From an optimization exercise on the open Yosys and OpenROAD flow, aimed at small area, a short achievable clock period and few clock cycles per item; shortcuts taken in it are not production practice. In this exercise RTL edits were held to simulation tests only and were not proved equivalent to the original. No activity file was given, so power comes from the tool's default toggle rates.

01-26:
==> flow/design.v <==
package ffa_pkg;
    localparam logic OP_ALLOC = 1'b0;
    localparam logic OP_FREE  = 1'b1;
    localparam logic [1:0] ST_ALLOCATED = 2'd0;
    localparam logic [1:0] ST_NO_FIT    = 2'd1;
    localparam logic [1:0] ST_FREED     = 2'd2;
    localparam logic [1:0] ST_NOT_FOUND = 2'd3;
    localparam int BYTES_W = 10;
endpackage
import ffa_pkg::*;
module first_fit_block_allocator
#(
    parameter int ARENA_BYTES  = 1024,
    parameter int ALIGN_BYTES  = 16,
    parameter int HEADER_BYTES = 16
)
(
    input  logic                clk,
    input  logic                rst_n,
    input  logic                req_valid,
    output logic                req_stall,
    input  logic                operation,
    input  logic [BYTES_W-1:0]  request_bytes,
    input  logic [BYTES_W-1:0]  free_offset,
    output logic                rsp_valid,
    input  logic                rsp_stall,
    output logic [1:0]          status,
    output logic [BYTES_W-1:0]  data_offset
);
    localparam int N = 64;
    function automatic [2:0] low8(input logic [7:0] v);
        logic [2:0] k;
        k = 3'd7;
        for (int i = 6; i >= 0; i--)
            if (v[i])
                k = 3'(i);
        low8 = k;
    endfunction
    function automatic [N:0] dec_eq(input logic en, input logic [6:0] v);
        logic [8:0] heq;
        logic [7:0] leq;
        logic [N:0] eq;
        for (int a = 0; a < 9; a++)
            heq[a] = en && (v[6:3] == 4'(a));
        for (int b = 0; b < 8; b++)
            leq[b] = (v[2:0] == 3'(b));
        for (int x = 0; x <= N; x++)
            eq[x] = heq[x / 8] & leq[x % 8];
        dec_eq = eq;
    endfunction
    logic       ir_valid;
    logic       ir_op;
    logic [6:0] ir_arg;      
    logic [5:0] ir_c1;       
    logic [5:0] ir_c2;
    logic       ir_rz;       
    logic       sk_valid;    
    logic       proc;
    logic [6:0] arg_in, r_in;
    logic [5:0] c1_in, c2_in;
    assign r_in = {1'b0, request_bytes[9:4]} + {6'd0, |request_bytes[3:0]};
    always_comb
    begin
        if (operation == OP_FREE)
            arg_in = {(free_offset[3:0] == 4'd0) && (free_offset[9:4] != 6'd0),
                      free_offset[9:4] - 6'd1};
        else
            arg_in = r_in + 7'd1;
        for (int j = 0; j < 6; j++)
        begin
            c1_in[j] = (r_in >> (j + 1)) != 7'd0;
            c2_in[j] = c1_in[j] & r_in[j];
        end
    end
    assign req_stall = ir_valid & sk_valid;
    assign proc      = ir_valid & ~sk_valid;
    always_ff @(posedge clk or negedge rst_n)
    begin
        if (!rst_n)
            ir_valid <= 1'b0;
        else if (!req_stall)
            ir_valid <= req_valid;
    end
    always_ff @(posedge clk)
    begin
        if (!req_stall)
        begin
            ir_op  <= operation;
            ir_arg <= arg_in;
            ir_c1  <= c1_in;
            ir_c2  <= c2_in;
            ir_rz  <= (r_in == 7'd0);
        end
    end
    logic [N-1:0] fr;
    logic [1:0]   fr_e;      
    logic [N-2:1] fr_m;      
    assign fr = {fr_e[1], fr_m, fr_e[0]};
    logic [N-1:1] st_r;
    logic [N+1:0] st;        
    assign st = {2'b11, st_r, 1'b1};
    logic         p_valid;
    logic [5:0]   p_g;
    logic [6:0]   p_m;
    logic [N:0]   p_eq_g, p_eq_h;
    assign p_eq_g = dec_eq(p_valid, {1'b0, p_g});
    logic [3:0]   p_lsum;
    logic [4:0]   p_hsum;
    logic [9:0]   p_hoh;
    logic [7:0]   p_loh;
    assign p_lsum = {1'b0, p_g[2:0]} + {1'b0, p_m[2:0]};
    assign p_hsum = {2'b0, p_g[5:3]} + {1'b0, p_m[6:3]};
    always_comb
    begin
        for (int a = 0; a < 10; a++)
            p_hoh[a] = p_valid && (p_lsum[3] ? ((a > 0) && (p_hsum == 5'(a - 1)))
                                             : (p_hsum == 5'(a)));
        for (int b = 0; b < 8; b++)
            p_loh[b] = (p_lsum[2:0] == 3'(b));
        for (int x = 0; x <= N; x++)
            p_eq_h[x] = p_hoh[x / 8] & p_loh[x % 8];
    end
    logic [N-1:0] p_split, fr_t, st_t, fs_t;
    always_comb
    begin
        for (int x = 0; x < N; x++)
        begin
            p_split[x] = p_eq_h[x] & ~st[x] & ~st[x+1];
            fr_t[x]    = (fr[x] & ~p_eq_g[x] & ~p_eq_h[x+1] & ~(p_eq_h[x] & ~st[x] & st[x+1]))
                         | p_split[x];
            st_t[x]    = st[x] | p_split[x];
            fs_t[x]    = (st[x] & fr[x] & ~p_eq_g[x]) | p_split[x];
        end
    end
    logic [N-1:0] f [7];
    always_comb
    begin
        f[0] = ~st[N:1];
        for (int j = 0; j < 5; j++)
            f[j+1] = f[j] & ((f[j] >> (1 << j)) | {N{~ir_c1[j]}})
                          & ((f[j] >> (2 << j)) | {N{~ir_c2[j]}});
        f[6] = f[5] & {N{~ir_c1[5]}};
    end
    logic [N-1:0] a_win;
    logic [7:0]   a_grp;
    logic [2:0]   a_lo [8];
    logic [2:0]   a_hi;
    logic         a_fit;
    logic [5:0]   a_g;
    assign a_win = fs_t & (f[6] | {N{ir_rz}});
    always_comb
    begin
        for (int a = 0; a < 8; a++)
        begin
            a_grp[a] = |a_win[8*a +: 8];
            a_lo[a]  = low8(a_win[8*a +: 8]);
        end
    end
    logic [7:0] a_gh;
    always_comb
    begin
        for (int a = 0; a < 8; a++)
            a_gh[a] = a_grp[a] && ((a_grp & ((8'd1 << a) - 8'd1)) == 8'd0);
        a_hi = '0;
        a_g  = '0;
        for (int a = 0; a < 8; a++)
        begin
            a_hi = a_hi | ({3{a_gh[a]}} & 3'(a));
            a_g  = a_g  | ({6{a_gh[a]}} & {3'(a), a_lo[a]});
        end
    end
    assign a_fit = |a_grp;
    logic         do_free;
    logic [N-1:0] f_eq, f_blk;
    assign do_free = proc & (ir_op == OP_FREE);
    logic [N:0]   f_eq_x;
    assign f_eq_x = dec_eq(do_free & ir_arg[6], {1'b0, ir_arg[5:0]});
    assign f_eq   = f_eq_x[N-1:0];
    always_comb
    begin
        f_blk = '0;
        f_blk[0] = f_eq[0];
        for (int x = 1; x < N; x++)
            f_blk[x] = (f_eq[x] & st[x]) | (f_blk[x-1] & ~st[x]);
    end
    logic [N-1:0] fr_f;
    logic         f_found;
    assign fr_f    = fr_t | f_blk;
    assign f_found = |(st_t & f_eq);
    always_ff @(posedge clk or negedge rst_n)
    begin
        if (!rst_n)
        begin
            fr_e      <= 2'b11;
            st_r      <= '0;
            p_valid   <= 1'b0;
        end
        else
        begin
            fr_e      <= {fr_f[N-1], fr_f[0]};
            st_r    <= st_t[N-1:1] & ~(fr_f[N-1:1] & fr_f[N-2:0]);
            p_valid <= proc & (ir_op == OP_ALLOC) & a_fit;
        end
    end
    always_ff @(posedge clk)
        fr_m <= fr_f[N-2:1];
    always_ff @(posedge clk)
    begin
        p_g <= a_g;
        p_m <= ir_arg;
    end
    logic [1:0] n_st;
    always_comb
    begin
        if (ir_op == OP_FREE)
            n_st = f_found ? ST_FREED : ST_NOT_FOUND;
        else
            n_st = a_fit ? ST_ALLOCATED : ST_NO_FIT;
    end
    logic       take;
    logic       rv_reg;
    logic [1:0] q_v;
    logic       q_wp, q_rp;
    logic [1:0] q_st [2];
    logic [5:0] q_g  [2];
    assign take     = rv_reg & ~rsp_stall;
    assign sk_valid = &q_v;
    always_ff @(posedge clk or negedge rst_n)
    begin
        if (!rst_n)
        begin
            rv_reg <= 1'b0;
            q_v    <= 2'b00;
            q_wp   <= 1'b0;
            q_rp   <= 1'b0;
        end
        else
        begin
            for (int i = 0; i < 2; i++)
                q_v[i] <= (q_v[i] & ~(take & (q_rp == 1'(i)))) | (proc & (q_wp == 1'(i)));
            if (proc)
                q_wp <= ~q_wp;
            if (take)
                q_rp <= ~q_rp;
            rv_reg <= take ? (q_v[~q_rp] | proc) : (rv_reg | proc);
        end
    end
    always_ff @(posedge clk)
    begin
        for (int i = 0; i < 2; i++)
            if (q_wp == 1'(i) && !q_v[i])
            begin
                q_st[i] <= n_st;
                q_g[i]  <= a_g;
            end
    end
    assign rsp_valid   = rv_reg;
    assign status      = q_st[q_rp];
    assign data_offset = (q_st[q_rp] == ST_ALLOCATED) ? {q_g[q_rp] + 6'd1, 4'd0} : '0;
endmodule
Settings: LEC_CHECK=0, CAP_MARGIN=20, CORE_MARGIN=2, CORE_UTILIZATION=40, GPL_TIMING_DRIVEN=0, SETUP_SLACK_MARGIN=0.8, SLEW_MARGIN=20; clock period 5.0 ns.
run.sh (not shown) runs the stock make flow with config.mk's settings and CLKGATE_MAP_FILE= SYNTH_SCRIPT=/design/flow/synth_recipe.tcl, a recipe that flattens the netlist after the stock synthesis.
Testbench counts of 01-26, summed over its fixed seeds: cycles 4,016, items 4,000.
The inputs of 03-21 differ from those of 01-26 as listed below.
--- a/flow/design.v
+++ b/flow/design.v
@@ -51,10 +51,12 @@
     logic       ir_valid;
     logic       ir_op;
     logic [6:0] ir_arg;      
     logic [5:0] ir_c1;       
     logic [5:0] ir_c2;
+    logic [1:0] ir_n1;       
+    logic [1:0] ir_n2;
     logic       ir_rz;       
     logic       sk_valid;    
     logic       proc;
     logic [6:0] arg_in, r_in;
     logic [5:0] c1_in, c2_in;
@@ -87,10 +89,12 @@
         begin
             ir_op  <= operation;
             ir_arg <= arg_in;
             ir_c1  <= c1_in;
             ir_c2  <= c2_in;
+            ir_n1  <= ~c1_in[1:0];
+            ir_n2  <= ~c2_in[1:0];
             ir_rz  <= (r_in == 7'd0);
         end
     end
     logic [N-1:0] fr;
     logic [1:0]   fr_e;      
@@ -134,11 +138,14 @@
     end
     logic [N-1:0] f [7];
     always_comb
     begin
         f[0] = ~st[N:1];
-        for (int j = 0; j < 5; j++)
+        for (int j = 0; j < 2; j++)
+            f[j+1] = f[j] & ((f[j] >> (1 << j)) | {{N/2{ir_n1[j]}}, {N/2{~ir_c1[j]}}})
+                          & ((f[j] >> (2 << j)) | {{N/2{ir_n2[j]}}, {N/2{~ir_c2[j]}}});
+        for (int j = 2; j < 5; j++)
             f[j+1] = f[j] & ((f[j] >> (1 << j)) | {N{~ir_c1[j]}})
                           & ((f[j] >> (2 << j)) | {N{~ir_c2[j]}});
         f[6] = f[5] & {N{~ir_c1[5]}};
     end
     logic [N-1:0] a_win;
Notes after the runs:
03-21 does worse than 01-26 on placeable core region. Relative to 01-26, the switching share of total power of 03-21 is lower by 0.39 points. Compared with 01-26, 03-21 shows a higher post-detailed-routing wire length. Against 01-26 as the reference, 03-21 delivers a higher number of instances in the synthesized netlist. Comparing 01-26 and 03-21, the higher number of gates resized after CTS is on 03-21. Setup WNS 01-26 -> 03-21: worse. 01-26 has a lower count of vias placed by the detailed router than 03-21. Relative to 01-26, the layout buffer count excluding clock buffers of 03-21 is lower by about 5%. Count of filler cells inserted in the layout in 03-21 is 6.2% higher than in 01-26.
Testbench counts of 03-21, summed over its fixed seeds: cycles 4,016, items 4,000.

---

## rev 12
// first_fit_block_allocator: RTL as listed in full above, without the edits since
make LEC_CHECK=0 CAP_MARGIN=20 CORE_MARGIN=2 CORE_UTILIZATION=40 GPL_TIMING_DRIVEN=0 SETUP_SLACK_MARGIN=0.65 SLEW_MARGIN=20 finish   # period 5.0 ns
Testbench counts of rev 12, summed over its fixed seeds: cycles 4,016, items 4,000.
Input changes introduced in rev 13 (baseline for comparison: rev 12):
--- a/flow/design.v
+++ b/flow/design.v
@@ -51,10 +51,12 @@
     logic       ir_valid;
     logic       ir_op;
     logic [6:0] ir_arg;      
     logic [5:0] ir_c1;       
     logic [5:0] ir_c2;
+    logic [1:0] ir_n1;       
+    logic [1:0] ir_n2;
     logic       ir_rz;       
     logic       sk_valid;    
     logic       proc;
     logic [6:0] arg_in, r_in;
     logic [5:0] c1_in, c2_in;
@@ -87,10 +89,12 @@
         begin
             ir_op  <= operation;
             ir_arg <= arg_in;
             ir_c1  <= c1_in;
             ir_c2  <= c2_in;
+            ir_n1  <= ~c1_in[1:0];
+            ir_n2  <= ~c2_in[1:0];
             ir_rz  <= (r_in == 7'd0);
         end
     end
     logic [N-1:0] fr;
     logic [1:0]   fr_e;      
@@ -134,11 +138,14 @@
     end
     logic [N-1:0] f [7];
     always_comb
     begin
         f[0] = ~st[N:1];
-        for (int j = 0; j < 5; j++)
+        for (int j = 0; j < 2; j++)
+            f[j+1] = f[j] & ((f[j] >> (1 << j)) | {{N/2{ir_n1[j]}}, {N/2{~ir_c1[j]}}})
+                          & ((f[j] >> (2 << j)) | {{N/2{ir_n2[j]}}, {N/2{~ir_c2[j]}}});
+        for (int j = 2; j < 5; j++)
             f[j+1] = f[j] & ((f[j] >> (1 << j)) | {N{~ir_c1[j]}})
                           & ((f[j] >> (2 << j)) | {N{~ir_c2[j]}});
         f[6] = f[5] & {N{~ir_c1[5]}};
     end
     logic [N-1:0] a_win;
### Flow results
Rev 13: no failed stages, no open violations at the end. Rev 13 reports its cell with the largest stage delay on the worst path as sky130_fd_sc_hd__nor3b_4 while rev 12 reports sky130_fd_sc_hd__a221oi_2. Measured slew at the worst slew-check pin came out higher on rev 13 than on rev 12. Rev 13 ended with more final estimated routing congestion in global placement than rev 12. Rev 13 vs. rev 12: core outline area higher, average wire per standard cell went up 1.1%, initial antenna violation count decreased by 4 relative to the old numbers.
Testbench counts of rev 13, summed over its fixed seeds: cycles 4,016, items 4,000.

---

Setup of before:
RTL: the design.v shown in full above, as it stands there.
clock: 5.0 ns
lec_check: 0
cap_margin: 20
core_margin: 2
core_utilization: 40
gpl_timing_driven: 0
setup_slack_margin: 0.5
slew_margin: 20
Per the final summary, before finished and its layout is clean on timing, DRC and antenna.
Testbench counts of before, summed over its fixed seeds: cycles 4,016, items 4,000.
Relative to before, the following input files were edited for after:
-- flow/design.v --
<<< before, line 37
        low8 = k;
    endfunction
    function automatic [N:0] dec_eq(input logic en, input logic [6:0] v);
        logic [8:0] heq;
        logic [7:0] leq;
        logic [N:0] eq;
        for (int a = 0; a < 9; a++)
            heq[a] = en && (v[6:3] == 4'(a));
        for (int b = 0; b < 8; b++)
            leq[b] = (v[2:0] == 3'(b));
>>> after, line 37
        low8 = k;
    endfunction
    function automatic [N:0] dec_eq(input logic [6:0] v);
        logic [8:0] heq;
        logic [7:0] leq;
        logic [N:0] eq;
        for (int a = 0; a < 9; a++)
            heq[a] = (v[6:3] == 4'(a));
        for (int b = 0; b < 8; b++)
            leq[b] = (v[2:0] == 3'(b));
<<< before, line 94
    end
    logic [N-1:0] fr;
    logic [1:0]   fr_e;      
    logic [N-2:1] fr_m;      
    assign fr = {fr_e[1], fr_m, fr_e[0]};
    logic [N-1:1] st_r;
    logic [N+1:0] st;        
>>> after, line 94
    end
    logic [N-1:0] fr;
    logic [N-1:1] st_r;
    logic [N+1:0] st;        
<<< before, line 103
    logic [5:0]   p_g;
    logic [6:0]   p_m;
    logic [N:0]   p_eq_g, p_eq_h;
    assign p_eq_g = dec_eq(p_valid, {1'b0, p_g});
    logic [3:0]   p_lsum;
    logic [4:0]   p_hsum;
    logic [9:0]   p_hoh;
    logic [7:0]   p_loh;
    assign p_lsum = {1'b0, p_g[2:0]} + {1'b0, p_m[2:0]};
    assign p_hsum = {2'b0, p_g[5:3]} + {1'b0, p_m[6:3]};
    always_comb
    begin
        for (int a = 0; a < 10; a++)
            p_hoh[a] = p_valid && (p_lsum[3] ? ((a > 0) && (p_hsum == 5'(a - 1)))
                                             : (p_hsum == 5'(a)));
        for (int b = 0; b < 8; b++)
            p_loh[b] = (p_lsum[2:0] == 3'(b));
        for (int x = 0; x <= N; x++)
            p_eq_h[x] = p_hoh[x / 8] & p_loh[x % 8];
    end
    logic [N-1:0] p_split, fr_t, st_t, fs_t;
    always_comb
>>> after, line 100
    logic [5:0]   p_g;
    logic [6:0]   p_m;
    logic [6:0]   p_h;
    assign p_h    = 7'(p_g) + p_m;
    logic [N:0]   p_eq_g, p_eq_h;
    assign p_eq_g = p_valid ? dec_eq({1'b0, p_g}) : '0;
    assign p_eq_h = p_valid ? dec_eq(p_h) : '0;
    logic [N-1:0] p_split, fr_t, st_t, fs_t;
    always_comb
<<< before, line 171
    end
    assign a_fit = |a_grp;
    logic         do_free;
    logic [N-1:0] f_eq, f_blk;
    assign do_free = proc & (ir_op == OP_FREE);
    logic [N:0]   f_eq_x;
    assign f_eq_x = dec_eq(do_free & ir_arg[6], {1'b0, ir_arg[5:0]});
    assign f_eq   = f_eq_x[N-1:0];
    always_comb
    begin
        f_blk = '0;
        f_blk[0] = f_eq[0];
        for (int x = 1; x < N; x++)
            f_blk[x] = (f_eq[x] & st[x]) | (f_blk[x-1] & ~st[x]);
    end
    logic [N-1:0] fr_f;
    logic         f_found;
    assign fr_f    = fr_t | f_blk;
    assign f_found = |(st_t & f_eq);
    always_ff @(posedge clk or negedge rst_n)
>>> after, line 155
    end
    assign a_fit = |a_grp;
    logic [N-1:0] f_eq, f_blk;
    assign f_eq = ir_arg[6] ? dec_eq({1'b0, ir_arg[5:0]}) : '0;
    always_comb
    begin
        f_blk[0] = f_eq[0];
        for (int x = 1; x < N; x++)
            f_blk[x] = (f_eq[x] & st[x]) | (f_blk[x-1] & ~st[x]);
    end
    logic         do_free;
    logic [N-1:0] fr_f;
    logic         f_found;
    assign do_free = proc & (ir_op == OP_FREE);
    assign fr_f    = fr_t | ({N{do_free}} & f_blk);
    assign f_found = |(st_t & f_eq);
    always_ff @(posedge clk or negedge rst_n)
<<< before, line 192
        if (!rst_n)
        begin
            fr_e      <= 2'b11;
            st_r      <= '0;
            p_valid   <= 1'b0;
>>> after, line 173
        if (!rst_n)
        begin
            fr[0]     <= 1'b1;
            fr[N-1]   <= 1'b1;
            st_r      <= '0;
            p_valid   <= 1'b0;
<<< before, line 198
        else
        begin
            fr_e      <= {fr_f[N-1], fr_f[0]};
            st_r    <= st_t[N-1:1] & ~(fr_f[N-1:1] & fr_f[N-2:0]);
            p_valid <= proc & (ir_op == OP_ALLOC) & a_fit;
>>> after, line 180
        else
        begin
            fr[0]     <= fr_f[0];
            fr[N-1]   <= fr_f[N-1];
            st_r    <= st_t[N-1:1] & ~(fr_f[N-1:1] & fr_f[N-2:0]);
            p_valid <= proc & (ir_op == OP_ALLOC) & a_fit;
<<< before, line 204
    end
    always_ff @(posedge clk)
        fr_m <= fr_f[N-2:1];
    always_ff @(posedge clk)
    begin
>>> after, line 187
    end
    always_ff @(posedge clk)
        fr[N-2:1] <= fr_f[N-2:1];
    always_ff @(posedge clk)
    begin
Ran to the end and failed final checks on setup timing: after. before completed end to end with timing, DRC and antenna clean. Looking at per-cell routed wire length, after sits 5.6% above before. Between after and before, it is after whose post-synthesis area per instance is lower, by 3.2%. Going from before to after, the total power was found to have gone up by 1.2 mW. Pin count of the biggest net entering global routing | after below before. after and before ended up with nearly the same fraction of area in registers. Die width: after lower than before.
Testbench counts of after, summed over its fixed seeds: cycles 4,016, items 4,000.

port drivers added, routing unchanged:
The results above use ideal ports. As a check the final layouts listed here were re-extracted and re-timed, cells and wires unchanged. Step 1 assumes that a clkbuf_16 drives the clock port and a buf_2 every other input. Step 2 also shifts input and output timing later by t, the mid clock arrival at the registers, as if the neighbouring blocks saw the same clock. a / b / c = ideal ports / drivers / drivers and shift; a / b = the first two.
run	shift t [ns]	setup WS [ns]	latest minus earliest clock arrival (ns)
01-26	0.536	0.455 / 0.455 / 0.455	0.011 / 0.012
03-21	0.532	0.401 / 0.401 / 0.401	0.016 / 0.016
rev 12	0.536	0.387 / 0.387 / 0.387	0.013 / 0.012
rev 13	0.532	0.407 / 0.407 / 0.407	0.018 / 0.017
before	0.536	0.197 / 0.197 / 0.197	0.011 / 0.011
after	0.528	-0.109 / -0.109 / -0.109	0.017 / 0.017
